Source: an optimization exercise on an open RTL-to-GDS flow (aim: small area and few clock cycles per item). Production flows keep margins and buffers that such runs may drop.
Function was not checked in any run shown here: the RTL went through the layout flow alone.
Power and IR drop assume default switching activity.

`flow/design.v`:
```
package ref_seq_reader_pkg;
  localparam int ADDR_W = 25;
  localparam int LEN_W  = 25;
endpackage
module ref_seq_reader #(
  parameter int REF_LENGTH = 128,
  parameter int DRAM_WIDTH = 128,
  parameter int NB         = 2,    
  parameter int ASM        = 0,    
  parameter int BYP_D      = 1,    
  parameter int BYP_P      = 1     
) (
  input  logic                  clk,
  input  logic                  rst,
  input  logic [ref_seq_reader_pkg::ADDR_W-1:0] ref_addr_in,
  input  logic [ref_seq_reader_pkg::LEN_W-1:0] ref_length_in,
  input  logic                  ref_info_valid_in,
  output logic [2*REF_LENGTH-1:0] ref_seq_block_out,
  output logic                  ref_seq_block_valid_out,
  input  logic                  ref_seq_block_rdy_in,
  output logic [ref_seq_reader_pkg::ADDR_W-1:0] dram_rd_addr_out,
  output logic                  dram_rd_req_out,
  input  logic                  dram_rd_ack_in,
  input  logic [DRAM_WIDTH-1:0] dram_rd_data_in,
  input  logic                  dram_rd_data_valid_in,
  output logic                  busy_out,
  output logic                  job_overflow_out
);
  localparam int AW = ref_seq_reader_pkg::ADDR_W;
  localparam int LW = ref_seq_reader_pkg::LEN_W;
  localparam int DW = DRAM_WIDTH;
  localparam int PW = (NB > 1) ? $clog2(NB) : 1;
  localparam int RW = $clog2(NB + 1);
  logic          cur_valid;
  logic [AW-1:0] rd_addr;
  logic [LW:0]   rem;           
  logic          pend_valid;
  logic [AW-1:0] pend_addr;
  logic [LW-1:0] pend_len;
  logic          overflow;
  logic [RW-1:0] res;           
  logic [DW-1:0] mem_lo [NB];
  logic [DW-1:0] mem_hi [NB];
  logic [DW-1:0] asm_lo;
  logic [NB-1:0] full;
  logic [PW-1:0] wp, rp;
  logic          wh;
  logic desc_ok, credit, req, ack, last, take, pop, push, byp, valid;
  logic [PW-1:0] wp_inc, rp_inc;
  always_comb begin
    desc_ok = ref_info_valid_in & (ref_length_in != '0);
    byp     = (BYP_D != 0) & ~full[rp] & dram_rd_data_valid_in & wh;
    valid   = full[rp] | byp;
    pop     = valid & ref_seq_block_rdy_in;
    push    = dram_rd_data_valid_in & wh;
    credit  = (res != RW'(NB)) | ((BYP_P != 0) & pop);
    if (ASM != 0) req = cur_valid & (~rem[0] | credit);
    else          req = cur_valid & (rem[0] | credit);
    ack     = req & dram_rd_ack_in;
    last    = ack & (rem == (LW+1)'(1));
    take    = (ASM != 0) ? (ack & rem[0]) : (ack & ~rem[0]);
    wp_inc  = (NB > 1 && wp == PW'(NB - 1)) ? '0 : wp + PW'(1);
    rp_inc  = (NB > 1 && rp == PW'(NB - 1)) ? '0 : rp + PW'(1);
    if (NB == 1) begin wp_inc = '0; rp_inc = '0; end
  end
  always_ff @(posedge clk) begin
    if (rst) begin
      cur_valid  <= 1'b0;
      pend_valid <= 1'b0;
      overflow   <= 1'b0;
      res        <= '0;
      full       <= '0;
      wp         <= '0;
      rp         <= '0;
      wh         <= 1'b0;
    end else begin
      res <= res + RW'(take) - RW'(pop);
      if (ack) begin
        rd_addr <= rd_addr + AW'(1);
        rem     <= rem - (LW+1)'(1);
      end
      if (~cur_valid | last) begin
        if (pend_valid) begin
          cur_valid  <= 1'b1;
          rd_addr    <= pend_addr;
          rem        <= {pend_len, 1'b0};
          pend_valid <= 1'b0;
          if (desc_ok) overflow <= 1'b1;
        end else begin
          cur_valid <= desc_ok;
          if (desc_ok) begin
            rd_addr <= ref_addr_in;
            rem     <= {ref_length_in, 1'b0};
          end
        end
      end else if (desc_ok) begin
        if (pend_valid) overflow <= 1'b1;
        else begin
          pend_valid <= 1'b1;
          pend_addr  <= ref_addr_in;
          pend_len   <= ref_length_in;
        end
      end
      if (dram_rd_data_valid_in) wh <= ~wh;
      if (push) wp <= wp_inc;
      if (pop) rp <= rp_inc;
      for (int i = 0; i < NB; i++) begin
        if (push && wp == PW'(i)) full[i] <= 1'b1;
        if (pop && rp == PW'(i)) full[i] <= 1'b0;
      end
    end
  end
  always_ff @(posedge clk) begin
    if (dram_rd_data_valid_in) begin
      if (!wh) begin
        if (ASM != 0) asm_lo <= dram_rd_data_in;
        else mem_lo[wp] <= dram_rd_data_in;
      end else begin
        mem_hi[wp] <= dram_rd_data_in;
        if (ASM != 0) mem_lo[wp] <= asm_lo;
      end
    end
  end
  always_comb begin
    if (full[rp]) ref_seq_block_out = {mem_hi[rp], mem_lo[rp]};
    else if (ASM != 0) ref_seq_block_out = {dram_rd_data_in, asm_lo};
    else ref_seq_block_out = {dram_rd_data_in, mem_lo[rp]};
  end
  assign ref_seq_block_valid_out = valid;
  assign dram_rd_req_out         = req;
  assign dram_rd_addr_out        = rd_addr;
  assign busy_out                = cur_valid | pend_valid | (res != '0);
  assign job_overflow_out        = overflow;
endmodule
```
`flow/run.sh`:
```
#!/bin/bash
# synth_recipe.tcl (not shown) runs the flow's synth.tcl, then flattens the netlist and writes it again
# the make line also repeats each setting of config.mk as NAME=value (left out here)
make -C /OpenROAD-flow-scripts/flow DESIGN_CONFIG=/design/flow/config.mk WORK_HOME=/design/flow/orfs CLKGATE_MAP_FILE= SYNTH_SCRIPT=/design/flow/synth_recipe.tcl finish
```
`flow/config.mk`:
```
export PLATFORM = sky130hd
export DESIGN_NAME = ref_seq_reader
export DESIGN_NICKNAME = ref_seq_reader
export VERILOG_FILES = /design/flow/design.v
export SDC_FILE = /design/flow/constraint.sdc
export NUM_CORES = 4
export LEC_CHECK = 0
export CAP_MARGIN = 20
export CORE_MARGIN = 2
export CORE_UTILIZATION = 45
export PLACE_DENSITY = 0.6
export SLEW_MARGIN = 20
```
`flow/constraint.sdc`:
```
create_clock -name core_clock -period 5.0 [get_ports {clk}]
set_input_delay 1.0000 -clock core_clock [delete_from_list [all_inputs] [get_ports {clk}]]
set_output_delay 1.0000 -clock core_clock [all_outputs]
set_load 0.01 [all_outputs]
```
==> summary.txt, run 1 <==
status = timing/DRC/antenna clean
R2R setup slack = 1460 ps
CTS resizes = 0
Placed Area = 30,900 um^2
Synthesis Warnings = 1
Longest Clk Path Bufs = 3
most instantiated cells after synthesis = edfxtp_1, nand2_1, mux2i_1
Post-synth EDFFs = 613
initial antenna violation count = 8
DR pass1 iterations = 5
Critical R2R Launch = rp
crit path time final = 4260 ps
GRT Total Usage = 21.6%
Post-layout nets = 2,227
CTS clk-pin slew, worst paths = 60 ps
global-route wire length before repair = 94,100 um
maximum vdd drop = 0.241 mV
H-Tree Depth = 3
P_sw = 2940 uW
setup TNS = 0 ps
Seq pwr share = 48.1%
Power Density = 386 nW/um^2
GRT overflow = 0
clock skew = 18.5 ps
average size of a mapped cell = 16.3 um^2
Rows = 86
Sink Count = 624
Num CTS Buffers = 68
Setup-failing EPs final = 0
RSZ-0062 raised after global routing = no
synthesized cell area = 25,300 um^2
Clock Latency Late Sink = 580 ps
Post-CTS Setup Inserts = 0
vias per std cell = 5.30
top-count cell post-synth = edfxtp_1
Logic pwr share = 13.7%
Initial Utilization = 45.7%
CP startpoint = rp
top cell type's share of synthesized area = 72.9%
die height = 241 um
worst r2r dst = res[1]
Routed WL = 63,900 um
fraction of layout cells with a size suffix above 1 = 14.1%
Clock Power Share = 38.2%
initial drt markers = 967
Hold Crit Depth = 2
R2R cell count = 12
vias in the first global route = 15,000
final hold violation count = 0
overall via count from detail_route = 15,100
CTS tree = built
die width = 241 um
CP Class = reg -> out
Die ar. = 58,000 um^2
CP endpoint kind = output pin
min-delay src = overflow
Synth area leader = edfxtp_1
Seq/Total Area, Yosys = 73.7%
PortBufs = 468
final worst-path cycle share = 85.1%
Distinct cells, synth = 44
post-route cell area = 33,100 um^2
DRC viols = 0
DP HPWL = 42,500 um
core area = 55,300 um^2
Worst Path Max Fanout = 69
synth top area cells = edfxtp_1, mux2_2, mux2i_1
ys flop type = edfxtp_1
Critical Path RT = 4000 ps
largest net degree at the start of global routing = 87
critical path launch point type = flip-flop
Hold EP = overflow
syn nets = 1,743
number of synthesized register bits = 624
cells after synthesis = 1,551
hold crit path type = reg -> reg
leakage = 0.0109 uW
max-cap violations = 0
fraction of registers with async set/reset = 0%
post-route ant nets = 0
Internal = 9850 uW
Root Driver = clkbuf_16
sw frac = 23.0%
drt wl/cell = 22.5 um
area grow syn2layout = 31.0%
CTS Hold Bufs = 0
Worst EP arrival = 3260 ps
IO Count = 469
slew margin rel. = 36.4%
max-slew violations = 0
worst-margin pin slew = 953 ps
max frequency = 235 MHz
gp weighted congestion = 0.791
## layout by cell type, fill, tap and decap left out, types with 7 or more instances in the layout
cell type and n:
clkinv_2 9, edfxtp_1 613, dfxtp_1 9, nor4_1 32, ha_1 8, nand3_1 10, o22ai_2 20, nor2_1 17
a22oi_1 49, clkinv_1 15, o22ai_1 30, nand2_1 141, buf_12 11, xnor2_1 49, mux2_2 129, buf_4 26
clkbuf_1 18, o21ai_0 128, clkdlybuf4s50_1 468, mux2i_1 129, inv_1 7, clkbuf_16 71, nand4_1 7, nor3_1 22
## how the worst max path moves through the flow
stage                        endpoint  slack [ps]  cells after the start
4_1_cts        ref_seq_block_out[146]         670                      6
5_1_grt        ref_seq_block_out[161]         480                      6
2_1_floorplan            mem_hi[0][0]         100                      2
3_5_place_dp                   res[1]        1040                     13
6_report       ref_seq_block_out[146]         740                      6
3_3_place_gp                   res[1]        1050                     13
## critical path, cell delays in order (launching register included)
cell	delay (ps)
dfxtp_1	460
mux2i_4	680
buf_12	380
buf_4	370
nand2_1	80
o21ai_0	70
clkdlybuf4s50_1	600
## state kept, by name, indices dropped and copies added, names as in the netlist, named ones only
register / flops
pend_addr: 25
res: 2
rp: 1
pend_len: 25
rem: 26
mem_hi: 256
mem_lo: 256
full: 2
wp: 1
pend_valid: 1
rd_addr: 25
overflow: 1
wh: 1
cur_valid: 1
## through the flow
step                      std cells  setup slack, ps  util, %  hold slack [ps]  power [uW]
after global routing           2838              484     59.8              516       13300
after CTS                      2835              670     59.8              480       12900
after detailed placement       2713             1040     55.9              465        8030
after floorplan                1551             96.6        -              467        7040
after global placement         2713             1050     55.9              456        8010
final                          2839              743     59.8              474       12800
## power groups by stage
stage	registers [uW]	logic, uW	clock network (uW)
6_report	6150	1760	4880
4_1_cts	6150	1780	4990
5_1_grt	6170	1890	5200
3_5_place_dp	6260	1770	0
2_1_floorplan	6240	797	0
3_3_place_gp	6250	1760	0
## cell type report
| class | instances | area, um^2 |
|---|---|---|
| Clock buffer | 91 | 1870 |
| Tap cell | 748 | 936 |
| Inverter | 8 | 30.0 |
| Fill cell | 4282 | 22200 |
| Multi-Input combinational cell | 828 | 6220 |
| Timing Repair Buffer | 505 | 5100 |
| Clock inverter | 31 | 290 |
| Sequential cell | 624 | 18600 |
| Antenna cell | 4 | 10.0 |
## layer usage
layer	global-route usage [%]	vias up	part of all wire, %
met3	6.23	80	7.8
met4	7.11	10	2.4
met2	34.8	455	48
li1	-	7029	-
met1	28.3	7485	42
met5	0	-	0.11
## cell families after synthesis
family | share of synthesized area (%)
AND/OR/NAND/NOR | 5.22
XOR/XNOR | 1.84
buffers and inverters | 1.80
multiplexers | 10.9
adder cells (fa/ha/maj) | 0.396
AO/OA/AOI/OAI | 6.10
flip-flops | 73.7
==> run 2: changes to the inputs <==
--- a/flow/design.v
+++ b/flow/design.v
@@ -7,3 +7,3 @@
   parameter int DRAM_WIDTH = 128,
-  parameter int NB         = 2,    
+  parameter int NB         = 4,    
   parameter int ASM        = 0,    
@@ -82,18 +82,13 @@
       if (~cur_valid | last) begin
+        cur_valid <= pend_valid;
         if (pend_valid) begin
-          cur_valid  <= 1'b1;
-          rd_addr    <= pend_addr;
-          rem        <= {pend_len, 1'b0};
-          pend_valid <= 1'b0;
-          if (desc_ok) overflow <= 1'b1;
+          rd_addr <= pend_addr;
+          rem     <= {pend_len, 1'b0};
+        end
+      end
+      if (~cur_valid | last) pend_valid <= 1'b0;
+      if (desc_ok) begin
+        if (pend_valid & cur_valid) begin
+          overflow <= 1'b1;
         end else begin
-          cur_valid <= desc_ok;
-          if (desc_ok) begin
-            rd_addr <= ref_addr_in;
-            rem     <= {ref_length_in, 1'b0};
-          end
-        end
-      end else if (desc_ok) begin
-        if (pend_valid) overflow <= 1'b1;
-        else begin
           pend_valid <= 1'b1;
==> summary.txt, run 2 <==
Root Driver = clkbuf_16
GRT met1 Usage = 26.9% (-1.4 points)
Finished Core Util = 56.0% (-3.8 points)
final hold violation count = 0 (unchanged)
synthesized cell area = 44,300 um^2 (+76%)
Setup-failing EPs final = 0 (unchanged)
Post-layout nets = 2,689 (+21%)
final worst-path cycle share = 86.2% (+1.1 points)
clock skew = 38.5 ps (+20.0 ps)
Post-synth EDFFs = 1,125 (+84%)
P_sw = 4810 uW (+64%)
Longest Clk Path Bufs = 3 (unchanged)
critical path launch point type = flip-flop
Num CTS Buffers = 114 (+68%)
worst-margin pin slew = 979 ps (+25.8 ps)
leakage = 0.0173 uW (+59%)
DP Worst Slack = 676 ps (-363 ps)
Seq/Total Area, Yosys = 77.0% (+3.2 points)
cells after synthesis = 1,930 (+24%)
Placed Area = 51,200 um^2 (+66%)
synth top area cells = edfxtp_1, mux4_2, mux2_2
fraction of registers with async set/reset = 0% (unchanged)
PortBufs = 468 (unchanged)
Synth area leader = edfxtp_1
sw frac = 22.2% (-0.77 points)
Worst EP arrival = 3310 ps (+50 ps)
met3 Track Usage GR = 4.02% (-2.2 points)
die height = 318 um (+32%)
CTS Hold Bufs = 0 (unchanged)
average size of a mapped cell = 23.0 um^2 (+41%)
DR pass1 iterations = 5 (unchanged)
most instantiated cells after synthesis = edfxtp_1, mux4_2, mux2_2
Initial Utilization = 45.2% (-0.43 points)
drt wl/cell = 26.2 um (+17%)
commonest non-fill, non-tap cells in the layout = edfxtp_1, clkdlybuf4s50_1, mux4_2, mux2_2, clkbuf_16
Power Density = 394 nW/um^2 (+2.1%)
CP endpoint kind = output pin
vias per std cell = 5.59 (+5.4%)
Seq pwr share = 50.6% (+2.5 points)
largest net degree at the start of global routing = 61 (-30%)
crit path time final = 4310 ps (+55.1 ps)
initial drt markers = 1,855 (+92%)
area grow syn2layout = 23.8%
syn nets = 2,129 (+22%)
CP startpoint = rp[1]
max frequency = 232 MHz (-1.3%)
top-count cell post-synth = edfxtp_1
DP HPWL = 63,100 um (+48%)
Clock Latency Late Sink = 700 ps (+120 ps)
overall via count from detail_route = 21,700 (+44%)
core area = 98,000 um^2 (+77%)
RSZ-0062 raised after global routing = no
Clock Power Share = 38.5% (+0.3 points)
initial antenna violation count = 6 (-2)
H-Tree Depth = 3 (unchanged)
CTS clk-pin slew, worst paths = 60 ps (about the same)
Worst Path Max Fanout = 60 (-13%)
most used routing layer = met2
gp weighted congestion = 0.804 (+1.7%)
global-route wire length before repair = 151,000 um (+61%)
slew margin rel. = 34.7% (-1.7 points)
hold crit path type = reg -> reg
Critical R2R Launch = rp[1]
top flop regs = mem_hi: 512 flops, mem_lo: 512 flops, rem: 26 flops
Post-CTS Setup Inserts = 0 (unchanged)
number of synthesized register bits = 1,142 (+83%)
most common cell after layout, fill and taps aside = edfxtp_1
Rows = 115 (+34%)
GR Util met2 = 33.1% (-1.7 points)
post-route ant nets = 0 (unchanged)
CTS tree = built
CTS resizes = 0 (unchanged)
DRC viols = 0 (unchanged)
Routed WL = 102,000 um (+59%)
CP Class = reg -> out
max-slew violations = 0 (unchanged)
GRT Total Usage = 20.1% (-1.5 points)
GRT overflow = 0 (unchanged)
Die ar. = 101,000 um^2 (+74%)
setup TNS = 0 ps (unchanged)
Internal = 16,800 uW (+71%)
Critical Path RT = 4000 ps (about the same)
IO Count = 469 (unchanged)
post-route cell area = 54,900 um^2 (+66%)
Synthesis Warnings = 1 (unchanged)
max-cap violations = 0 (unchanged)
Logic pwr share = 10.9% (-2.8 points)
Distinct cells, synth = 59 (+34%)
top cell type's share of synthesized area = 76.2% (+3.3 points)
min-delay src = overflow
status = timing/DRC/antenna clean
die width = 318 um (+32%)
vias in the first global route = 23,000 (+53%)
Sink Count = 1,142 (+83%)
total power = 21,700 uW (+69%)
fraction of layout cells with a size suffix above 1 = 26.6% (+12 points)
maximum vdd drop = 0.282 mV (+17%)
ys flop type = edfxtp_1
Worst Slack Setup Final = 688 ps (-55.1 ps)
run 2: cell count changes after synthesis, moves of 20 or more:
cell | before | now
a22oi_1 | 49 | 0
o22ai_2 | 20 | 0
nor4_1 | 32 | 8
mux2_4 | 0 | 41
o22ai_1 | 30 | 0
nand2_1 | 141 | 16
xnor2_1 | 49 | 11
edfxtp_1 | 613 | 1125
mux4_2 | 0 | 256
mux2i_1 | 130 | 2
o21ai_0 | 128 | 7
clkbuf_1 | 68 | 47
xor2_1 | 4 | 32
run 2: worst max-delay path, cell delays in order (launching register included):
cell             delay, ps
dfxtp_1                460
mux2_2                 280
mux2_8                 570
buf_12                 390
mux2_2                 390
clkdlybuf4s50_1        480
run 2: cell families (layout without fill, tap and decap cells):
family / count (synthesis) / in the layout / synth area share, %
AOI/OAI and AO/OA: 87 / 87 / 1.46
and+or+nand+nor: 102 / 102 / 1.39
xor gates and xnor gates: 43 / 43 / 0.849
DFF: 1142 / 1142 / 77.0
adders and majority gates: 15 / 15 / 0.440
buffers and inverters: 109 / 764 / 1.08
muxes: 432 / 432 / 17.8
other: 0 / 2 / 0
run 2: final cells by class:
class                   count  area (um^2)
diodes                      2         5.00
clock buffers             141         2990
clock inverters            70          674
fillers                  7236        43100
inverters                  17         63.8
multi-input cells         679         9800
flip-flops and latches   1142        34100
well taps                1287         1610
repair buffers            536         5630
run 2: metrics by stage:
step,instances,hold slack [ps]
global placement,3661,452
CTS,3872,476
detailed placement,3661,459
floorplan,1930,482
finish,3874,473
global route,3874,493
run 2: path summary, 6_finish.rpt:
path                                               end  slack (ps)  cells past startpoint
worst max-delay path            ref_seq_block_out[246]         690                      5
worst min-delay path                          overflow         470                      1
worst max register to register              rd_addr[7]        1620                      7
worst min register to register                overflow         470                      1
run 2: power by group through the flow:
stage	Clock, uW	Combinational [uW]	Sequential [uW]
2_1_floorplan	0	1180	11100
3_3_place_gp	0	2380	11100
3_5_place_dp	0	2400	11200
4_1_cts	8540	2410	11000
5_1_grt	8910	2510	11000
6_report	8330	2360	11000
run 2: layer usage:
layer,vias to the layer above,share of wire (%)
met3,168,6.3
met5,-,0.038
met1,11400,41
met2,746,49
met4,6,3.0
li1,9328,-
==> run 3: changes to the inputs <==
--- a/flow/design.v
+++ b/flow/design.v
@@ -7,3 +7,3 @@
   parameter int DRAM_WIDTH = 128,
-  parameter int NB         = 4,    
+  parameter int NB         = 3,    
   parameter int ASM        = 0,    
==> summary.txt, run 3 <==
overall via count from detail_route = 20,800 (-4.1%)
Root Driver = clkbuf_16
final hold violation count = 0 (unchanged)
critical path launch point type = flip-flop
xor and xnor area share after synthesis = 1.06% (+0.22 points)
Post-synth EDFFs = 869 (-23%)
CP endpoint kind = output pin
Synth area leader = edfxtp_1
commonest non-fill, non-tap cells in the layout = edfxtp_1, clkdlybuf4s50_1, nand2_1, o21ai_0, mux2i_1
number of synthesized register bits = 884 (-23%)
Initial Utilization = 45.6% (+0.34 points)
most instantiated cells after synthesis = edfxtp_1, nand2_1, o21ai_0
max frequency = 239 MHz (+3.2%)
ys flop type = edfxtp_1
Distinct cells, synth = 59 (unchanged)
Worst Path Max Fanout = 29 (-52%)
Clock Latency Late Sink = 640 ps (-60 ps)
RSZ-0062 raised after global routing = no
Logic pwr share = 9.5% (-1.4 points)
GRT Total Usage = 20.6% (+0.45 points)
Setup-failing EPs final = 0 (unchanged)
average size of a mapped cell = 14.9 um^2 (-35%)
Rows = 102 (-11%)
post-route cell area = 44,500 um^2 (-19%)
DP HPWL = 52,700 um (-16%)
min-delay src = overflow
core area = 77,600 um^2 (-21%)
Synth Area in Compound Gates = 7.38% (+5.9 points)
die width = 284 um (-11%)
post-route ant nets = 0 (unchanged)
Placed Area = 41,500 um^2 (-19%)
GRT overflow = 0 (unchanged)
most common cell after layout, fill and taps aside = edfxtp_1
sw frac = 21.9% (-0.26 points)
simple-gate share of the synthesized area = 6.23% (+4.8 points)
initial drt markers = 1,471 (-21%)
clock skew = 19.6 ps (-18.9 ps)
H-Tree Depth = 3 (unchanged)
top flop regs = mem_hi: 384 flops, mem_lo: 384 flops, rem: 26 flops
largest family of logic cells by synthesized area = multiplexers
hold crit path type = reg -> reg
leakage = 0.0145 uW (-16%)
final worst-path cycle share = 83.5% (-2.7 points)
IO Count = 469 (unchanged)
fraction of layout cells with a size suffix above 1 = 8.37% (-18 points)
syn nets = 2,564 (+20%)
Power Density = 379 nW/um^2 (-4.0%)
Post-layout nets = 3,033 (+13%)
top-count cell post-synth = edfxtp_1
Longest Clk Path Bufs = 3 (unchanged)
Synth Area in Adders = 0.212% (-0.23 points)
worst-margin pin slew = 994 ps (+14.7 ps)
Critical R2R Launch = rem[0]
vias in the first global route = 20,800 (-9.7%)
post-synthesis mux area share = 8.70% (-9.1 points)
Seq pwr share = 50.4% (-0.2 points)
cells after synthesis = 2,374 (+23%)
Seq/Total Area, Yosys = 74.6% (-2.3 points)
fraction of registers with async set/reset = 0% (unchanged)
Synthesis Warnings = 1 (unchanged)
Routed WL = 84,700 um (-17%)
max-slew violations = 0 (unchanged)
CP Class = reg -> out
Worst Slack Setup Final = 823 ps (+135 ps)
DRC viols = 0 (unchanged)
max-cap violations = 0 (unchanged)
Post-CTS Setup Inserts = 0 (unchanged)
top cell type's share of synthesized area = 73.8% (-2.4 points)
gp weighted congestion = 0.837 (+4.1%)
CTS clk-pin slew, worst paths = 60 ps (about the same)
status = timing/DRC/antenna clean
PortBufs = 468 (unchanged)
R2R setup slack = 1950 ps (+330 ps)
setup TNS = 0 ps (unchanged)
Clock Power Share = 40.2% (+1.7 points)
Die ar. = 80,900 um^2 (-20%)
vias per std cell = 5.25 (-6.1%)
synth top area cells = edfxtp_1, mux2i_1, o21ai_0
DR pass1 iterations = 5 (unchanged)
CTS resizes = 0 (unchanged)
drt wl/cell = 21.4 um (-18%)
Num CTS Buffers = 90 (-21%)
largest net degree at the start of global routing = 135 (+120%)
Sink Count = 884 (-23%)
P_sw = 3700 uW (-23%)
Internal = 13,200 uW (-22%)
synthesized cell area = 35,400 um^2 (-20%)
crit path time final = 4180 ps (-135 ps)
area grow syn2layout = 25.9%
global-route wire length before repair = 127,000 um (-16%)
initial antenna violation count = 7 (+1)
die height = 284 um (-11%)
CTS Hold Bufs = 0 (unchanged)
flip-flop and latch area = 26,400 um^2 (-23%)
maximum vdd drop = 0.261 mV (-7.5%)
DP Worst Slack = 1110 ps (+431 ps)
Critical Path RT = 4000 ps (about the same)
slew margin rel. = 33.7% (-0.98 points)
Worst EP arrival = 3180 ps (-130 ps)
Fill cells = 6,146 (-15%)
area used by multi-input combinational logic = 8430 um^2 (-14%)
CTS tree = built
-- run 3: cell families (layout without fill, tap and decap cells) --
family / count (synthesis) / after routing
AOI/OAI and AO/OA: 468 / 468
xor gates and xnor gates: 43 / 43
adders and majority gates: 6 / 6
buffers and inverters: 156 / 696
DFF: 884 / 884
muxes: 302 / 302
other: 0 / 2
and+or+nand+nor: 515 / 515
-- run 3: area by class of cell --
class	count	area share [%]
Timing Repair Buffer	513	12.0
Sequential cell	884	59.3
Inverter	20	0.174
Multi-Input combinational cell	1334	18.9
Tap cell	1040	2.92
Clock buffer	110	5.44
Clock inverter	53	1.28
Antenna cell	2	0.0112
-- run 3: worst paths after layout --
path                       endpoint  cells past startpoint
max reg2reg                 rem[14]                      7
min                        overflow                      1
max          ref_seq_block_out[236]                      7
min reg2reg                overflow                      1
-- run 3: layer usage --
layer | global-route usage, % | wire length (um) | vias to the layer above | share of wire [%]
met5 | 0 | 63 | - | 0.074
met4 | 6.05 | 1910 | 10 | 2.3
met2 | 34.8 | 41800 | 550 | 49
li1 | - | - | 9922 | -
met3 | 4.51 | 4980 | 121 | 5.9
met1 | 26.7 | 35900 | 10200 | 42
-- run 3: through the flow --
| stage | instances | utilization [%] | hold slack [ps] | power, uW |
|---|---|---|---|---|
| floorplan | 2374 | - | 464 | 9320 |
| global placement | 3791 | 53.5 | 468 | 10200 |
| detailed placement | 3791 | 53.5 | 474 | 10300 |
| CTS | 3954 | 57.4 | 489 | 17000 |
| global route | 3956 | 57.4 | 525 | 17500 |
| finish | 3956 | 57.4 | 482 | 16900 |
-- run 3: power by group through the flow --
stage / clock network, uW / registers [uW] / logic [uW]
after floorplan: 0 / 8640 / 681
after global placement: 0 / 8640 / 1600
after detailed placement: 0 / 8650 / 1610
after CTS: 6930 / 8500 / 1620
after global routing: 7220 / 8510 / 1720
final: 6770 / 8490 / 1590
-- run 3: critical path: stages (launching register included) --
cell and delay [ps]:
dfxtp_4 760, buf_12 300, buf_12 250, mux2i_1 100, nor2_1 90, a21oi_1 40, o21ai_0 350, clkdlybuf4s50_1 620
==> run 4: changes to the inputs <==
--- a/flow/design.v
+++ b/flow/design.v
@@ -7,3 +7,3 @@
   parameter int DRAM_WIDTH = 128,
-  parameter int NB         = 3,    
+  parameter int NB         = 4,    
   parameter int ASM        = 0,    
--- a/flow/config.mk
+++ b/flow/config.mk
@@ -10,2 +10,3 @@
 export CORE_UTILIZATION = 45
+export CTS_BUF_LIST = sky130_fd_sc_hd__clkbuf_4
 export PLACE_DENSITY = 0.6
==> summary.txt, run 4 <==
commonest non-fill, non-tap cells in the layout = edfxtp_1, clkdlybuf4s50_1, clkbuf_4, mux4_2, mux2_2
Post-layout nets = 2,888 (-4.8%)
IO Count = 469 (unchanged)
P_sw = 4820 uW (+30%)
number of synthesized register bits = 1,142 (+29%)
CP max stage delay = 570 ps (-190 ps)
vias in the first global route = 24,800 (+19%)
Internal = 16,200 uW (+23%)
Longest Clk Path Bufs = 4 (+1)
average size of a mapped cell = 23.0 um^2 (+54%)
die width = 318 um (+12%)
leakage = 0.0177 uW (+22%)
ys flop type = edfxtp_1
fraction of registers with async set/reset = 0% (unchanged)
worst-margin pin slew = 968 ps (-25.7 ps)
max-slew violations = 0 (unchanged)
top flop regs = mem_hi: 512 flops, mem_lo: 512 flops, rem: 26 flops
final hold violation count = 0 (unchanged)
Power Density = 383 nW/um^2 (+1.1%)
Routed WL = 103,000 um (+22%)
Distinct cells, synth = 59 (unchanged)
global-route wire length before repair = 155,000 um (+22%)
DRC viols = 0 (unchanged)
CTS clk-pin slew, worst paths = 60 ps (about the same)
GRT overflow = 0 (unchanged)
core area = 98,000 um^2 (+26%)
top-count cell post-synth = edfxtp_1
cells after synthesis = 1,930 (-19%)
Critical Path RT = 4000 ps (about the same)
top cell type's share of synthesized area = 76.2% (+2.4 points)
Seq pwr share = 52.2% (+1.8 points)
critical path launch point type = flip-flop
setup TNS = 0 ps (unchanged)
Logic pwr share = 11.3% (+1.8 points)
final worst-path cycle share = 94.6% (+11 points)
Bufs and invs on worst path = 2 (-1)
PortBufs = 468 (unchanged)
overall via count from detail_route = 22,800 (+9.9%)
CTS Hold Bufs = 0 (unchanged)
gp weighted congestion = 0.804 (-3.9%)
Die ar. = 101,000 um^2 (+25%)
Synthesis Warnings = 1 (unchanged)
critical path's slowest cell = mux2_8
Synth area leader = edfxtp_1
Sink Count = 1,142 (+29%)
Seq/Total Area, Yosys = 77.0% (+2.3 points)
post-route cell area = 54,900 um^2 (+23%)
sw frac = 23.0% (+1.0 points)
CTS resizes = 0 (unchanged)
DP HPWL = 63,100 um (+20%)
GRT Total Usage = 20.6% (+0.043 points)
crit path time final = 4730 ps (+553 ps)
hold crit path type = in -> reg
Worst Path Max Fanout = 60 (+110%)
syn nets = 2,129 (-17%)
Post-CTS Setup Inserts = 0 (unchanged)
synth top area cells = edfxtp_1, mux4_2, mux2_2
clock skew = 91.7 ps (+72.1 ps)
H-Tree Depth = 5 (+2)
Finished Core Util = 56.0% (-1.4 points)
die height = 318 um (+12%)
status = timing/DRC/antenna clean
most common cell after layout, fill and taps aside = edfxtp_1
area grow syn2layout = 23.7%
worst-path cell chain = mux2_2 -> mux2_8 -> buf_12 -> mux2_2 -> clkdlybuf4s50_1
CTS tree = built
DR pass1 iterations = 5 (unchanged)
Setup-failing EPs final = 0 (unchanged)
Rows = 115 (+13%)
max frequency = 211 MHz (-12%)
maximum vdd drop = 0.187 mV (-28%)
critical path's most frequent cell = mux2_2
post-route ant nets = 0 (unchanged)
most instantiated cells after synthesis = edfxtp_1, mux4_2, mux2_2
Initial Utilization = 45.2% (-0.34 points)
synthesized cell area = 44,300 um^2 (+25%)
slew margin rel. = 35.5% (+1.7 points)
drt wl/cell = 24.8 um (+16%)
Clock Power Share = 36.5% (-3.7 points)
Clock Latency Late Sink = 1120 ps (+480 ps)
Root Driver = clkbuf_4
Post-synth EDFFs = 1,125 (+29%)
initial drt markers = 1,585 (+7.7%)
max-cap violations = 0 (unchanged)
CP endpoint kind = output pin
fraction of layout cells with a size suffix above 1 = 33.9% (+25 points)
Placed Area = 51,200 um^2 (+23%)
CP Class = reg -> out
Num CTS Buffers = 313 (+250%)
CP top delay family = multiplexers
RSZ-0062 raised after global routing = no
largest net degree at the start of global routing = 61 (-55%)
initial antenna violation count = 7 (unchanged)
Worst EP arrival = 3730 ps (+550 ps)
vias per std cell = 5.47 (+4.2%)
run 4: stage by stage:
step / hold slack, ps / total power [uW] / setup WS, ps / std cells
6_report: 437 / 21000 / 270 / 4170
5_1_grt: 298 / 22000 / 5.77 / 4170
3_5_place_dp: 459 / 13600 / 676 / 3661
2_1_floorplan: 482 / 12300 / 179 / 1930
4_1_cts: 251 / 21300 / 62.5 / 4166
3_3_place_gp: 452 / 13500 / 800 / 3661
run 4: cells by family after synthesis:
kind of cell / count (synthesis) / share of synthesized area, %
buf+inv: 109 / 1.08
fa+ha+maj: 15 / 0.440
mux: 432 / 17.8
simple gates: 102 / 1.39
xor+xnor: 43 / 0.849
compound gates: 87 / 1.46
flops: 1142 / 77.0
run 4: power groups by stage:
stage / Combinational [uW] / Clock [uW] / Sequential (uW)
2_1_floorplan: 1180 / 0 / 11100
3_3_place_gp: 2380 / 0 / 11100
3_5_place_dp: 2400 / 0 / 11200
4_1_cts: 2410 / 7960 / 11000
5_1_grt: 2510 / 8480 / 11000
6_report: 2370 / 7660 / 11000
run 4: layer usage:
metal  wire [um]  vias to the layer above  global-route usage, %
li1            -                     9913                      -
met1       42100                    11900                   26.2
met2       51200                      830                   33.3
met3        7400                      148                   6.26
met4        2690                        6                   8.32
met5          39                        -                      0
run 4: worst paths after layout:
kind / endpoint / start / slack, ps / cells past startpoint
hold reg to reg: overflow / overflow / 470 / 1
setup / recovery: ref_seq_block_out[251] / rp[1] / 270 / 5
setup reg to reg: rd_addr[9] / rp[1] / 1620 / 7
hold / removal: pend_addr[23] / ref_addr_in[23] / 440 / 1
run 4: area by class of cell:
| class | count | area [um^2] |
|---|---|---|
| sequential | 1142 | 34100 |
| clock buffer | 437 | 3280 |
| timing repair buffer | 536 | 5630 |
| fill | 7416 | 43100 |
| clock inverter | 68 | 324 |
| antenna | 4 | 10.0 |
| multi-input combinational | 679 | 9800 |
| tap | 1287 | 1610 |
| inverter | 17 | 63.8 |
==> run 5: changes to the inputs <==
--- a/flow/config.mk
+++ b/flow/config.mk
@@ -7,2 +7,3 @@
 export LEC_CHECK = 0
+export ABC_AREA = 1
 export CAP_MARGIN = 20
@@ -10,3 +11,4 @@
 export CORE_UTILIZATION = 45
-export CTS_BUF_LIST = sky130_fd_sc_hd__clkbuf_4
+export CTS_BUF_LIST = sky130_fd_sc_hd__clkbuf_8
+export CTS_CLUSTER_SIZE = 40
 export PLACE_DENSITY = 0.6
==> summary.txt, run 5 <==
status = timing/DRC/antenna clean
fraction of registers with async set/reset = 0% (unchanged)
max-cap violations = 0 (unchanged)
Worst Path Max Fanout = 158 (+160%)
synthesized cell area = 45,700 um^2 (+3.1%)
vias in the first global route = 28,900 (+17%)
min-delay src = overflow
top cell type's share of synthesized area = 73.9% (-2.3 points)
largest net degree at the start of global routing = 159 (+160%)
DR pass1 iterations = 5 (unchanged)
R2R setup slack = 2170 ps (+550 ps)
worst-path cell chain = buf_12 -> nor2_1 -> nor2_1 -> o21ai_0 -> a31oi_1 -> clkdlybuf4s50_1
worst-margin pin slew = 1080 ps (+115 ps)
fraction of layout cells with a size suffix above 1 = 7.11% (-27 points)
IO Count = 469 (unchanged)
Fill cells = 8,468 (+14%)
total power = 21,500 uW (+2.6%)
initial drt markers = 2,450 (+55%)
GRT met1 Usage = 30.8% (+4.6 points)
max-slew violations = 0 (unchanged)
synth top area cells = edfxtp_1, nor2_1, o21ai_0
critical path launch point type = flip-flop
DRC viols = 0 (unchanged)
Critical Path RT = 4000 ps (about the same)
crit path time final = 4780 ps (+52.3 ps)
Power Density = 389 nW/um^2 (+1.7%)
flip-flop and latch area = 34,100 um^2 (about the same)
max frequency = 209 MHz (-1.1%)
DP HPWL = 68,000 um (+7.8%)
cells after synthesis = 3,677 (+91%)
Worst Slack Setup Final = 218 ps (-52.3 ps)
GRT overflow = 0 (unchanged)
Initial Utilization = 45.5% (+0.26 points)
Clock Latency Late Sink = 870 ps (-250 ps)
Routed WL = 121,000 um (+17%)
Num CTS Buffers = 184 (-41%)
clock skew = 32.2 ps (-59.5 ps)
core area = 100,000 um^2 (+2.5%)
global-route wire length before repair = 179,000 um (+16%)
drt wl/cell = 21.3 um (-14%)
die height = 323 um (+1.5%)
CP Class = reg -> out
ys flop type = edfxtp_1
hold crit path type = reg -> reg
Post-CTS Setup Inserts = 0 (unchanged)
R2R cell count = 19 (+12)
Die ar. = 104,000 um^2 (+3.0%)
area grow syn2layout = 21.1%
Longest Clk Path Bufs = 3 (-1)
Synthesis Warnings = 1 (unchanged)
initial antenna violation count = 17 (+10)
CP top delay family = buffers and inverters
Critical R2R Launch = rp[0]
average size of a mapped cell = 12.4 um^2 (-46%)
CP max stage delay = 890 ps (+320 ps)
top-count cell post-synth = edfxtp_1
most used routing layer = met2
critical path's slowest cell = dfxtp_4
CP endpoint kind = output pin
Sink Count = 1,142 (unchanged)
maximum vdd drop = 0.242 mV (+29%)
GR Util met2 = 36.4% (+3.1 points)
gp weighted congestion = 0.830 (+3.2%)
Root Driver = clkbuf_8
PortBufs = 468 (unchanged)
final worst-path cycle share = 95.6% (+1.0 points)
leakage = 0.0190 uW (+7.5%)
RSZ-0062 raised after global routing = no
Worst EP arrival = 3780 ps (+50 ps)
vias per std cell = 5.34 (-2.3%)
top flop regs = mem_hi: 512 flops, mem_lo: 512 flops, rem: 26 flops
Synth area leader = edfxtp_1
H-Tree Depth = 4 (-1)
Hold EP = overflow
Post-synth EDFFs = 1,125 (unchanged)
slew margin rel. = 27.6% (-7.8 points)
overall via count from detail_route = 30,400 (+33%)
area used by multi-input combinational logic = 10,400 um^2 (+6.3%)
critical path's most frequent cell = nor2_1
Distinct cells, synth = 37 (-37%)
Setup-failing EPs final = 0 (unchanged)
die width = 323 um (+1.5%)
most instantiated cells after synthesis = edfxtp_1, nor2_1, o21ai_0
worst r2r dst = res[2]
CTS tree = built
Crit path depth = 6 (+1)
syn nets = 3,876 (+82%)
CTS clk-pin slew, worst paths = 60 ps (about the same)
Rows = 116 (+0.87%)
Bufs and invs on worst path = 2 (unchanged)
Hold Crit Depth = 2 (+1)
post-route ant nets = 0 (unchanged)
final hold violation count = 0 (unchanged)
commonest non-fill, non-tap cells in the layout = edfxtp_1, nor2_1, o21ai_0, clkdlybuf4s50_1, nand2_1
GRT Total Usage = 22.9% (+2.3 points)
met3 Track Usage GR = 5.37% (-0.89 points)
number of synthesized register bits = 1,142 (unchanged)
most common cell after layout, fill and taps aside = edfxtp_1
DP Worst Slack = 1000 ps (+325 ps)
Seq/Total Area, Yosys = 74.7% (-2.3 points)
Post-layout nets = 4,377 (+52%)
## run 5: metal layers
metal	wire (um)	share of wire [%]	vias to the layer above
met3	7880	6.5	220
li1	-	-	14300
met2	57400	47	942
met5	91	0.075	-
met4	3420	2.8	14
met1	52200	43	14900
## run 5: final cells by class
type,count,share of cell area (%)
Sequential cell,1142,61.7
Multi-Input combinational cell,2247,18.8
Timing Repair Buffer,540,10.1
Clock buffer,186,4.63
Tap cell,1357,3.07
Clock inverter,140,1.17
Inverter,63,0.468
Antenna cell,14,0.0633
## run 5: timing repair
item	in CTS	in global routing
hold buffers	0	0
hold endpoints to repair	0	0
resized for setup	0	1
setup endpoints to repair	0	1
## run 5: cell families after synthesis
| logic type | synth area share [%] |
|---|---|
| adders and majority gates | 0.427 |
| and+or+nand+nor | 12.1 |
| buffers and inverters | 2.70 |
| xor gates and xnor gates | 0.537 |
| DFF | 74.7 |
| AOI/OAI and AO/OA | 9.61 |
## run 5: how the worst max path moves through the flow
| stage | start | endpoint |
|---|---|---|
| after CTS | flip-flop | ref_seq_block_out[166] |
| after floorplan | dram_rd_data_valid_in | mem_hi[3][0] |
| final | flip-flop | ref_seq_block_out[249] |
| after global placement | dram_rd_data_valid_in | dram_rd_req_out |
| after global routing | flip-flop | ref_seq_block_out[249] |
| after detailed placement | dram_rd_data_valid_in | dram_rd_req_out |
## run 5: where the power goes
| part | internal, uW | switching [uW] | total, uW |
|---|---|---|---|
| logic | 1370 | 2020 | 3400 |
| registers | 10800 | 143 | 11000 |
| clock network | 3510 | 3630 | 7140 |
## run 5: stage by stage
step	utilization [%]	TNS, ps	area (um^2)	instances	hold WS (ps)
2_1_floorplan	-	-1120560	45700	3677	465
3_3_place_gp	51.9	0	52100	5349	444
3_5_place_dp	51.9	0	52100	5349	450
4_1_cts	55.1	0	55300	5675	460
5_1_grt	55.1	0	55300	5687	479
6_report	55.1	0	55300	5689	460
## run 5: tightest hold or removal path, delay by kind of cell (launching register included)
| family | cells | cell delay [ps] |
|---|---|---|
| simple gates | 2 | 100 |
| flops | 1 | 310 |
==> run 6: changes to the inputs <==
--- a/flow/design.v
+++ b/flow/design.v
@@ -7,3 +7,3 @@
   parameter int DRAM_WIDTH = 128,
-  parameter int NB         = 4,    
+  parameter int NB         = 3,    
   parameter int ASM        = 0,    
==> flow/flow/run.sh (new file) <==
#!/bin/bash
# Standard ORFS layout with smaller port buffers and a leaner clock tree (no dummy loads,
# set sink clusters). All make output goes to layout.log in the work folder.
set -euo pipefail
bash standard.sh \
  "BUFFER_PORTS_ARGS=-buffer_cell sky130_fd_sc_hd__buf_1" \
  "CTS_ARGS=-sink_clustering_enable -repair_clock_nets -dont_use_dummy_load -buf_list sky130_fd_sc_hd__clkbuf_8 -sink_clustering_size 15 -sink_clustering_max_diameter 50" \
  finish > layout.log 2>&1
==> flow/standard.sh (new file) <==
#!/bin/bash
# synth_recipe.tcl (not shown) runs the flow's synth.tcl, then flattens the netlist and writes it again
# the make line also repeats each setting of config.mk as NAME=value (left out here)
make -C /OpenROAD-flow-scripts/flow DESIGN_CONFIG=/design/flow/config.mk WORK_HOME=/design/flow/orfs CLKGATE_MAP_FILE= SYNTH_SCRIPT=/design/flow/synth_recipe.tcl "${@:-finish}"
--- a/flow/config.mk
+++ b/flow/config.mk
@@ -7,3 +7,2 @@
 export LEC_CHECK = 0
-export ABC_AREA = 1
 export CAP_MARGIN = 20
@@ -11,4 +10,2 @@
 export CORE_UTILIZATION = 45
-export CTS_BUF_LIST = sky130_fd_sc_hd__clkbuf_8
-export CTS_CLUSTER_SIZE = 40
 export PLACE_DENSITY = 0.6
removed: flow/run.sh
==> summary.txt, run 6 <==
IO Count = 469 (unchanged)
DR pass1 iterations = 7 (+2)
number of synthesized register bits = 884 (-23%)
Distinct cells, synth = 59 (+59%)
RSZ-0062 raised after global routing = no
worst-path cell chain = buf_4 -> mux2i_1 -> nor2_1 -> a21oi_1 -> o21ai_0 -> buf_1
post-route ant nets = 0 (unchanged)
largest net degree at the start of global routing = 98 (-38%)
Routed WL = 82,000 um (-32%)
PortBufs = 468 (unchanged)
synth top area cells = edfxtp_1, mux2i_1, o21ai_0
most common cell after layout, fill and taps aside = edfxtp_1
ys flop type = edfxtp_1
max-slew violations = 0 (unchanged)
maximum vdd drop = 0.213 mV (-12%)
clock skew = 77.1 ps (+44.9 ps)
leakage = 0.0124 uW (-35%)
Num CTS Buffers = 92 (-50%)
H-Tree Depth = 3 (-1)
crit path time final = 3990 ps (-791 ps)
Fill cells = 6,673 (-21%)
Worst EP arrival = 2990 ps (-790 ps)
final worst-path cycle share = 79.8% (-16 points)
area grow syn2layout = 12.5%
core area = 77,600 um^2 (-23%)
Critical Path RT = 4000 ps (about the same)
DP HPWL = 50,600 um (-26%)
Initial Utilization = 45.6% (+0.084 points)
GRT Total Usage = 19.9% (-3.0 points)
CTS clk-pin slew, worst paths = 80 ps (+20 ps)
CP max stage delay = 890 ps (about the same)
Root Driver = clkbuf_8
die height = 284 um (-12%)
CP top delay family = flip-flops
CP endpoint kind = output pin
GRT overflow = 0 (unchanged)
global-route wire length before repair = 124,000 um (-31%)
fraction of layout cells with a size suffix above 1 = 7.24% (+0.13 points)
Setup-failing EPs final = 0 (unchanged)
DP Cell Count = 3,792 (-29%)
Die ar. = 80,900 um^2 (-22%)
slew margin rel. = 29.7% (+2.0 points)
fraction of registers with async set/reset = 0% (unchanged)
drt wl/cell = 21.1 um (-0.78%)
Worst Hold Slack = 480 ps (+19.7 ps)
initial drt markers = 1,438 (-41%)
CTS resizes = 0 (unchanged)
critical path's slowest cell = dfxtp_4
die width = 284 um (-12%)
initial antenna violation count = 5 (-12)
Synth area leader = edfxtp_1
top-count cell post-synth = edfxtp_1
synthesized cell area = 35,400 um^2 (-23%)
critical path launch point type = flip-flop
hold crit path type = reg -> reg
Clock Latency Late Sink = 700 ps (-170 ps)
Post-synth EDFFs = 869 (-23%)
status = timing/DRC/antenna clean
CP Class = reg -> out
overall via count from detail_route = 20,800 (-31%)
vias per std cell = 5.36 (+0.32%)
total power = 13,500 uW (-37%)
Bufs and invs on worst path = 2 (unchanged)
syn nets = 2,564 (-34%)
Finished Layout Cells = 3,887 (-32%)
most instantiated cells after synthesis = edfxtp_1, nand2_1, o21ai_0
Worst Path Max Fanout = 40 (-75%)
CTS Hold Bufs = 0 (unchanged)
Synthesis Warnings = 1 (unchanged)
gp weighted congestion = 0.831 (about the same)
Longest Clk Path Bufs = 3 (unchanged)
vias in the first global route = 21,000 (-27%)
Rows = 102 (-12%)
Seq/Total Area, Yosys = 74.6% (about the same)
Sink Count = 884 (-23%)
final hold violation count = 0 (unchanged)
Post-layout nets = 3,036 (-31%)
cells after synthesis = 2,374 (-35%)
top cell type's share of synthesized area = 73.8% (-0.15 points)
Post-CTS Setup Inserts = 0 (unchanged)
Power Density = 340 nW/um^2 (-12%)
max frequency = 251 MHz (+20%)
average size of a mapped cell = 14.9 um^2 (+20%)
Finished Core Util = 51.3% (-3.8 points)
commonest non-fill, non-tap cells in the layout = edfxtp_1, buf_1, nand2_1, o21ai_0, mux2i_1
worst-margin pin slew = 1050 ps (-28.1 ps)
DRC viols = 0 (unchanged)
max-cap violations = 0 (unchanged)
CTS tree = built
top flop regs = mem_hi: 384 flops, mem_lo: 384 flops, rem: 26 flops
[run 6: cell type report]
class / instances / area [um^2] / share of cell area, %
Antenna cell: 3 / 7.51 / 0.0189
Inverter: 20 / 77.6 / 0.195
Multi-Input combinational cell: 1334 / 8430 / 21.2
Tap cell: 1040 / 1300 / 3.27
Sequential cell: 884 / 26400 / 66.4
Clock buffer: 92 / 1270 / 3.18
Timing Repair Buffer: 514 / 2300 / 5.79
[run 6: worst reg2reg max path: stages, from the launching register on]
cell	delay (ps)
dfxtp_1	430
and3b_1	270
o21ai_4	600
a211oi_2	250
o21ai_4	430
buf_4	500
mux2_2	420
[run 6: per-stage QoR]
stage | setup TNS [ps] | worst slack, ps | instance area, um^2
after detailed placement | 0 | 1250 | 38500
after floorplan | -427050 | -1690 | 35400
after global placement | 0 | 1320 | 38500
after global routing | 0 | 815 | 39800
after CTS | 0 | 902 | 39800
final | 0 | 1010 | 39800
[run 6: worst paths after layout]
path	cells past startpoint	startpoint	end	slack, ps
setup reg to reg	6	rp[1]	rd_addr[3]	1840
setup / recovery	6	flip-flop	ref_seq_block_out[146]	1010
hold reg to reg	1	overflow	overflow	480
hold / removal	1	overflow	overflow	480
[run 6: metal layers]
layer	up-vias	part of all wire [%]	wire length, um	track usage, %
li1	9830	-	-	-
met2	555	50	40900	34.3
met4	8	1.7	1360	4.49
met3	100	6.3	5180	4.49
met5	-	0.066	54	0
met1	10300	42	34500	25.7
[run 6: cell families after synthesis]
logic type / after synthesis / share of synthesized area [%]
DFF: 884 / 74.6
and+or+nand+nor: 515 / 6.23
AOI/OAI and AO/OA: 468 / 7.38
muxes: 302 / 8.70
buffers and inverters: 156 / 1.80
xor gates and xnor gates: 43 / 1.06
adders and majority gates: 6 / 0.212
[run 6: power by group]
| group | internal [uW] | total [uW] | leakage [uW] | switching, uW |
|---|---|---|---|---|
| Combinational | 395 | 1210 | 0.00362 | 817 |
| Clock | 1630 | 3850 | 0.000661 | 2210 |
| Sequential | 8380 | 8490 | 0.00809 | 110 |
| Total | 10400 | 13500 | 0.0124 | 3140 |
==> run 7: changes to the inputs <==
==> flow/flow/run.sh (replaced) <==
#!/bin/bash
# Standard ORFS layout with smaller port buffers and a leaner clock tree (no dummy loads,
# set sink clusters). All make output goes to layout.log in the work folder.
set -euo pipefail
bash standard.sh \
  "BUFFER_PORTS_ARGS=-buffer_cell sky130_fd_sc_hd__buf_1" \
  "CTS_ARGS=-sink_clustering_enable -repair_clock_nets -dont_use_dummy_load -buf_list sky130_fd_sc_hd__clkbuf_4 -sink_clustering_size 10 -sink_clustering_max_diameter 40" \
  finish > layout.log 2>&1
==> summary.txt, run 7 <==
area grow syn2layout = 11.7%
synthesized cell area = 35,400 um^2 (unchanged)
fraction of layout cells with a size suffix above 1 = 8.47% (+1.2 points)
Seq/Total Area, Yosys = 74.6% (unchanged)
setup TNS = 0 ps (unchanged)
drt wl/cell = 21.0 um (-0.38%)
max-cap violations = 0 (unchanged)
Setup-failing EPs final = 0 (unchanged)
max frequency = 233 MHz (-7.0%)
syn nets = 2,564 (unchanged)
maximum vdd drop = 0.189 mV (-11%)
DRC viols = 0 (unchanged)
most instantiated cells after synthesis = edfxtp_1, nand2_1, o21ai_0
Fill cells = 6,722 (+0.73%)
critical path launch point type = flip-flop
hold crit path type = in -> reg
Num CTS Buffers = 130 (+41%)
initial drt markers = 1,452 (+0.97%)
Critical R2R Launch = rp[1]
total power = 13,100 uW (-3.2%)
Critical Path RT = 4000 ps (about the same)
slew margin rel. = 29.9% (+0.19 points)
Placed Area = 38,500 um^2 (unchanged)
critical path's slowest cell = dfxtp_4
CP top delay family = flip-flops
Hold Crit Depth = 1 (unchanged)
Root Driver = clkbuf_4
Worst EP arrival = 3290 ps (+300 ps)
fraction of registers with async set/reset = 0% (unchanged)
Hold EP = pend_addr[0]
GRT overflow = 0 (unchanged)
die height = 284 um (unchanged)
Post-synth EDFFs = 869 (unchanged)
Die ar. = 80,900 um^2 (unchanged)
top cell type's share of synthesized area = 73.8% (unchanged)
global-route wire length before repair = 125,000 um (+0.54%)
die width = 284 um (unchanged)
final hold violation count = 0 (unchanged)
IO Count = 469 (unchanged)
DP HPWL = 50,600 um (unchanged)
Sink Count = 884 (unchanged)
Longest Clk Path Bufs = 3 (unchanged)
Synth area leader = edfxtp_1
worst-margin pin slew = 1050 ps (-2.82 ps)
CP Class = reg -> out
CTS clk-pin slew, worst paths = 110 ps (+30 ps)
Worst Path Max Fanout = 40 (unchanged)
synth top area cells = edfxtp_1, mux2i_1, o21ai_0
post-route cell area = 39,500 um^2 (-0.72%)
gp weighted congestion = 0.831 (unchanged)
final worst-path cycle share = 85.8% (+6.0 points)
CTS Hold Bufs = 0 (unchanged)
vias in the first global route = 21,300 (+1.2%)
Initial Utilization = 45.6% (unchanged)
post-route ant nets = 0 (unchanged)
PortBufs = 468 (unchanged)
worst r2r dst = rem[23]
GRT Total Usage = 20.1% (+0.25 points)
clock skew = 138 ps (+61.0 ps)
top-count cell post-synth = edfxtp_1
most common cell after layout, fill and taps aside = edfxtp_1
Clock Latency Late Sink = 940 ps (+240 ps)
overall via count from detail_route = 21,200 (+1.5%)
leakage = 0.0123 uW (-0.51%)
Power Density = 332 nW/um^2 (-2.5%)
average size of a mapped cell = 14.9 um^2 (unchanged)
Distinct cells, synth = 59 (unchanged)
CTS tree = built
min-delay src = ref_addr_in[0]
DP Worst Slack = 1250 ps (unchanged)
CTS resizes = 0 (unchanged)
Post-layout nets = 3,074 (+1.3%)
ys flop type = edfxtp_1
CP max stage delay = 890 ps (about the same)
DR pass1 iterations = 5 (-2)
Rows = 102 (unchanged)
worst-path cell chain = buf_4 -> mux2i_1 -> nor2_1 -> a21oi_1 -> o21ai_0 -> buf_1
Worst Slack Setup Final = 710 ps (-298 ps)
R2R cell count = 6 (unchanged)
core area = 77,600 um^2 (unchanged)
largest net degree at the start of global routing = 98 (unchanged)
DP Cell Count = 3,792 (unchanged)
Bufs and invs on worst path = 2 (unchanged)
CP endpoint kind = output pin
top flop regs = mem_hi: 384 flops, mem_lo: 384 flops, rem: 26 flops
initial antenna violation count = 7 (+2)
Routed WL = 82,500 um (+0.62%)
RSZ-0062 raised after global routing = no
vias per std cell = 5.39 (+0.52%)
status = timing/DRC/antenna clean
number of synthesized register bits = 884 (unchanged)
Post-CTS Setup Inserts = 0 (unchanged)
crit path time final = 4290 ps (+298 ps)
commonest non-fill, non-tap cells in the layout = edfxtp_1, buf_1, nand2_1, o21ai_0, mux2i_1
Finished Layout Cells = 3,926 (+1.0%)
max-slew violations = 0 (unchanged)
Synthesis Warnings = 1 (unchanged)
cells after synthesis = 2,374 (unchanged)
R2R setup slack = 1740 ps (-100 ps)
H-Tree Depth = 4 (+1)
==> run 7: cell counts after synthesis <==
Identical to the previous run, type by type.
==> run 7: kinds of logic after synthesis <==
family	after synthesis	share of synthesized area, %
xor gates and xnor gates	43	1.06
and+or+nand+nor	515	6.23
muxes	302	8.70
adders and majority gates	6	0.212
AOI/OAI and AO/OA	468	7.38
buffers and inverters	156	1.80
DFF	884	74.6
==> run 7: worst reg2reg max path, delay by kind of cell (launching register included) <==
kind                   cells  cell delay (ps)
muxes                      1              400
and+or+nand+nor            1              270
buffers and inverters      1              500
AOI/OAI and AO/OA          3             1270
DFF                        1              440
==> run 7: cell type report <==
type,instances,area (um^2),area share (%)
inverter,20,77.6,0.196
multi-input combinational,1334,8430,21.3
clock buffer,130,976,2.47
timing repair buffer,514,2300,5.83
tap,1040,1300,3.29
sequential,884,26400,66.8
antenna,4,10.0,0.0253
==> run 7: how the worst max path moves through the flow <==
stage | to | slack (ps) | cells past startpoint
final | ref_seq_block_out[146] | 710 | 6
after detailed placement | rd_addr[15] | 1250 | 7
after CTS | ref_seq_block_out[146] | 540 | 6
after global placement | rd_addr[19] | 1320 | 7
after global routing | ref_seq_block_out[214] | 460 | 7
after floorplan | mem_hi[0][0] | -1690 | 2
==> run 7: metal layers <==
metal	track usage (%)	share of wire (%)
met1	25.5	41
met2	34.1	50
met3	5.38	6.7
met4	5.79	2.1
met5	0	0.067
==> run 7: report_power, final <==
part | internal (uW) | switching, uW | total (uW)
Clock | 1190 | 2220 | 3410
Sequential | 8370 | 110 | 8480
Combinational | 395 | 818 | 1210
Total | 9960 | 3150 | 13100
==> run 7: through the flow <==
step | hold slack [ps] | util [%]
3_3_place_gp | 463 | 49.6
4_1_cts | 77.3 | 50.9
5_1_grt | 104 | 50.9
3_5_place_dp | 462 | 49.6
6_report | 229 | 50.9
2_1_floorplan | 464 | -

==> afterwards: timing with drivers on the ports <==
Ports are ideal in the flow. The routed layouts listed here were re-timed in OpenROAD.
Step 1 sets driving cells, clkbuf_16 on the clock port and buf_2 on the other inputs (assumed; they add their load-dependent delay and slew).
Step 2 times the ports against the registers' clock, not the clock port: input delays grow and output delays shrink by t, the midpoint of the rising clock arrivals with the driver on.
Slacks: ideal / step 1 / step 2; pairs: ideal / step 1.
run	t (ns)	setup slack, ns	worst setup path after step 2
run 1	0.638	0.743 / 0.681 / 1.005	input to register
run 2	0.751	0.688 / 0.617 / 0.632	input to register
run 3	0.697	0.823 / 0.756 / 1.001	input to output
run 4	1.154	0.270 / 0.201 / 0.629	input to register
run 5	0.911	0.218 / 0.150 / 0.952	input to output
run 6	0.706	1.008 / 0.947 / 1.208	input to register
run 7	0.943	0.710 / 0.645 / 1.178	input to register
After both steps every run listed still meets setup and hold. For run 2, which loses most, drivers alone change the setup slack by -0.071 ns; drivers and shift together by -0.056 ns.
